Source: an optimization exercise on an open RTL-to-GDS flow (aim: a short achievable clock period and few clock cycles per item). Production flows keep margins and buffers that such runs may drop. RTL that was checked went through simulation tests only; none was proved equivalent to the original.

==> flow/design.v (excerpt) <==
module calendar_time_add_minutes #(
    parameter int MAX_ADD_MINUTES = 65535
) (
    input  wire logic                     clk,
    input  wire logic                     rst_n,
    input  wire logic                     cmd_valid,
    output wire logic                     cmd_ready,
    input  wire logic                     cmd_req_type,
    input  wire logic [cta_pkg::ADD_W-1:0]    cmd_add_minutes,
    input  wire logic [cta_pkg::DAY_W-1:0]    cmd_load_day,
    input  wire logic [cta_pkg::MONTH_W-1:0]  cmd_load_month,
    input  wire logic [cta_pkg::YEAR_W-1:0]   cmd_load_year,
    input  wire logic [cta_pkg::HOUR_W-1:0]   cmd_load_hour,
    input  wire logic [cta_pkg::MINUTE_W-1:0] cmd_load_minute,
    output wire logic                     rsp_valid,
    input  wire logic                     rsp_ready,
    output wire logic [cta_pkg::DAY_W-1:0]    rsp_out_day,
    output wire logic [cta_pkg::MONTH_W-1:0]  rsp_out_month,
    output wire logic [cta_pkg::YEAR_W-1:0]   rsp_out_year,
    output wire logic [cta_pkg::HOUR_W-1:0]   rsp_out_hour,
    output wire logic [cta_pkg::MINUTE_W-1:0] rsp_out_minute,
    output wire logic                     rsp_leap_flag,
    output wire logic [cta_pkg::DAY_W-1:0]    rsp_month_length
);
Size in the first run: about 3300 cells after synthesis, about 700 flip-flops, roughly 36000 um2 of cells after synthesis.
==> flow/config.mk <==
export PLATFORM = sky130hd
export DESIGN_NAME = calendar_time_add_minutes
export DESIGN_NICKNAME = calendar_time_add_minutes
export VERILOG_FILES = /design/flow/design.v
export SDC_FILE = /design/flow/constraint.sdc
export NUM_CORES = 4
export LEC_CHECK = 0
export ABC_CLOCK_PERIOD_IN_PS = 1500
export CAP_MARGIN = 20
export CORE_MARGIN = 2
export CORE_UTILIZATION = 40
export SETUP_SLACK_MARGIN = 5
export SLEW_MARGIN = 20
==> flow/constraint.sdc <==
create_clock -name core_clock -period 10.0 [get_ports {clk}]
set_input_delay 2.0000 -clock core_clock [delete_from_list [all_inputs] [get_ports {clk}]]
set_output_delay 2.0000 -clock core_clock [all_outputs]
set_load 0.01 [all_outputs]
standard.sh (not shown) runs the stock make flow with config.mk's settings and CLKGATE_MAP_FILE= SYNTH_SCRIPT=/design/flow/synth_recipe.tcl, a recipe that flattens the netlist after the stock synthesis.
==> flow/flow/run.sh <==
#!/bin/bash
set -euo pipefail
cd "$(dirname "$0")/.."
bash standard.sh SETUP_SLACK_MARGIN=7 finish > standard_make.log 2>&1
The starting point finished clean.
Testbench counts at the start, summed over its fixed seeds: cycles 2,440, items 2,400.
Change:
--- a/flow/design.v
+++ b/flow/design.v
@@ -9,23 +9,23 @@
     localparam int DOY_W  = 9;     
     localparam int MOD_W  = 11;    
     localparam int Y400_W = 9;     
     localparam int RSP_W  = DAY_W + MONTH_W + YEAR_W + HOUR_W + MINUTE_W + 1 + DAY_W;
     localparam logic [HOUR_W-1:0]   HOUR_MAX   = 5'd23;
     localparam logic [MINUTE_W-1:0] MINUTE_MAX = 6'd59;
     localparam logic [MONTH_W-1:0] MONTH_JAN = 4'd1;
     localparam logic [MONTH_W-1:0] MONTH_DEC = 4'd12;
     localparam logic [YEAR_W-1:0] RESET_YEAR = 16'd2000;
     localparam logic REQ_LOAD = 1'b0;
     localparam logic REQ_ADD  = 1'b1;
-    localparam int CAP    = 8;
+    localparam int CAP    = 7;
     localparam int QPTR_W = 3;
     localparam int QDEPTH = 1 << QPTR_W;
     localparam int CNT_W  = 5;
 endpackage
 `default_nettype wire
 `default_nettype none
 module cta_div45_hi (
     input  wire logic [5:0] x,
     output logic [5:0] q,
     output logic [5:0] r,
     output logic [5:0] q_p1,
@@ -425,40 +425,36 @@
         endcase
         month_last = d;
     endfunction
     logic              cmd_ready_reg;
     logic              cmd_fire;
     logic [CNT_W-1:0]  pend_reg;       
     logic              pop_reg;        
     logic              out_valid_reg;
     logic [QPTR_W-1:0] q_wr_reg, q_rd_reg;
     logic              q_wr_lap, q_rd_lap;
     assign cmd_fire = cmd_valid && cmd_ready_reg;
-    logic                s0_v;
     logic                s0_typ;
     logic [ADD_W-1:0]    s0_add;
     logic [DAY_W-1:0]    s0_day;
     logic [MONTH_W-1:0]  s0_month;
     logic [YEAR_W-1:0]   s0_year;
     logic [HOUR_W-1:0]   s0_hour;
     logic [MINUTE_W-1:0] s0_minute;
-    always_ff @(posedge clk)
-    begin
-        s0_typ    <= cmd_req_type;
-        s0_add    <= cmd_add_minutes;
-        s0_day    <= cmd_load_day;
-        s0_month  <= cmd_load_month;
-        s0_year   <= cmd_load_year;
-        s0_hour   <= cmd_load_hour;
-        s0_minute <= cmd_load_minute;
-    end
+    assign s0_typ    = cmd_req_type;
+    assign s0_add    = cmd_add_minutes;
+    assign s0_day    = cmd_load_day;
+    assign s0_month  = cmd_load_month;
+    assign s0_year   = cmd_load_year;
+    assign s0_hour   = cmd_load_hour;
+    assign s0_minute = cmd_load_minute;
     logic [ADD_W-1:0]    add_sat;
     logic [MONTH_W-1:0]  s0_month_c;
     logic [5:0]          s0_dq, s0_dr, s0_dq_p1, s0_dq_p2;
     logic [9:0]          s0_dq_m366, s0_dq_m365, s0_dq_m364, s0_dq_m363;
     logic [4:0]          s0_yrh, s0_yrl;
     logic [MOD_W-1:0]    s0_h60;
     logic                s1_v;
     logic                s1_typ;
     logic [5:0]          s1_dq, s1_dr, s1_dq_p1, s1_dq_p2;   
     logic [9:0]          s1_dq_m366, s1_dq_m365, s1_dq_m364, s1_dq_m363;
     logic [4:0]          s1_ahl;         
@@ -656,37 +652,35 @@
                        (st_y400 != 9'd98) && (st_y400 != 9'd198) && (st_y400 != 9'd298);
     assign y400_inc  = ((st_y400 == 9'd399) || (st_year == 16'hFFFF)) ? '0 : st_y400 + 1'b1;
     assign year_inc  = st_year + 1'b1;
     assign year_add  = ({YEAR_W{y_carry}} & year_inc) | ({YEAR_W{!y_carry}} & st_year);
     assign y400_add  = ({Y400_W{y_carry}} & y400_inc) | ({Y400_W{!y_carry}} & st_y400);
     assign leap_add  = (y_carry && st_leap1) || (!y_carry && st_leap);
     assign leap1_add = (y_carry && leap2) || (!y_carry && st_leap1);
     always_ff @(posedge clk or negedge rst_n)
     begin
         if (!rst_n)
         begin
-            s0_v     <= 1'b0;
             s1_v     <= 1'b0;
             s2_v     <= 1'b0;
             st_v     <= 1'b0;
             st_doy   <= '0;
             st_mod   <= '0;
             st_year  <= RESET_YEAR;
             st_y400  <= '0;
             st_leap  <= 1'b1;
             st_leap1 <= 1'b0;
         end
         else
         begin
-            s0_v <= cmd_fire;
-            s1_v <= s0_v;
+            s1_v <= cmd_fire;
             s2_v <= s1_v;
             st_v <= s2_v;
             if (s2_load)
             begin
                 st_doy   <= s2_lleap ? s2_ldoy_l : s2_ldoy_n;
                 st_mod   <= s2_lmod;
                 st_year  <= s2_lyear;
                 st_y400  <= s2_ly400;
                 st_leap  <= s2_lleap;
                 st_leap1 <= s2_lleap1;
             end
@@ -790,24 +784,24 @@
             end
             if (pop)
             begin
                 {q_rd_lap, q_rd_reg} <= {q_rd_lap, q_rd_reg} + 1'b1;
                 out_valid_reg <= (q_count > (QPTR_W+1)'(1)) || st_v;
             end
             else
             begin
                 out_valid_reg <= (q_count != '0) || st_v;
             end
             pop_reg  <= pop;
-            pend_reg <= pend_reg + CNT_W'(s0_v) - CNT_W'(pop_reg);
-            cmd_ready_reg <= ((pend_reg + CNT_W'(s0_v) + CNT_W'(cmd_ready_reg) + 1'b1)
+            pend_reg <= pend_reg + CNT_W'(s1_v) - CNT_W'(pop_reg);
+            cmd_ready_reg <= ((pend_reg + CNT_W'(s1_v) + CNT_W'(cmd_ready_reg) + 1'b1)
                               <= CNT_W'(CAP));
         end
     end
     assign cmd_ready        = cmd_ready_reg;
     assign rsp_valid        = out_valid_reg;
     assign rsp_out_day      = out_reg[41:37];
     assign rsp_out_month    = out_reg[36:33];
     assign rsp_out_year     = out_reg[32:17];
     assign rsp_out_hour     = out_reg[16:12];
     assign rsp_out_minute   = out_reg[11:6];
     assign rsp_leap_flag    = out_reg[5];
- hold slack is better by 0.0058 ns
- utilization is higher by 0.92 points
- die area goes down by 2.7%
- register-to-register slack improves by 0.14 ns
- synthesized cell count went down by 2.3%
- cell area drops by 1.2%
- via count grows by 0.78%
- setup slack improved by 0.14 ns
Only the layout flow was run in the second run of this note; the RTL was not checked for function there.

[what the ideal ports hide]
No port has a modelled driver above. Below, the same layouts with a new extraction and two added sets of constraints.
Step 1 assumes that a clkbuf_16 drives the clock port and a buf_2 every other input.
Step 2 also shifts input and output timing later by t, the mid clock arrival at the registers, as if the neighbouring blocks saw the same clock.
Slacks: no drivers / after step 1 / after step 2; pairs: no drivers / after step 1.
| run | shift t [ns] | setup slack, ns | cell pins on the clock port's net |
|---|---|---|---|
| the first run | 0.696 | 6.627 / 6.627 / 6.387 | 1 |
| the second run | 0.697 | 6.769 / 6.734 / 6.359 | 1 |
After both steps setup and hold are still met in every run listed. For the second run, which loses most, drivers alone change the setup slack by -0.035 ns; drivers and shift together by -0.410 ns.
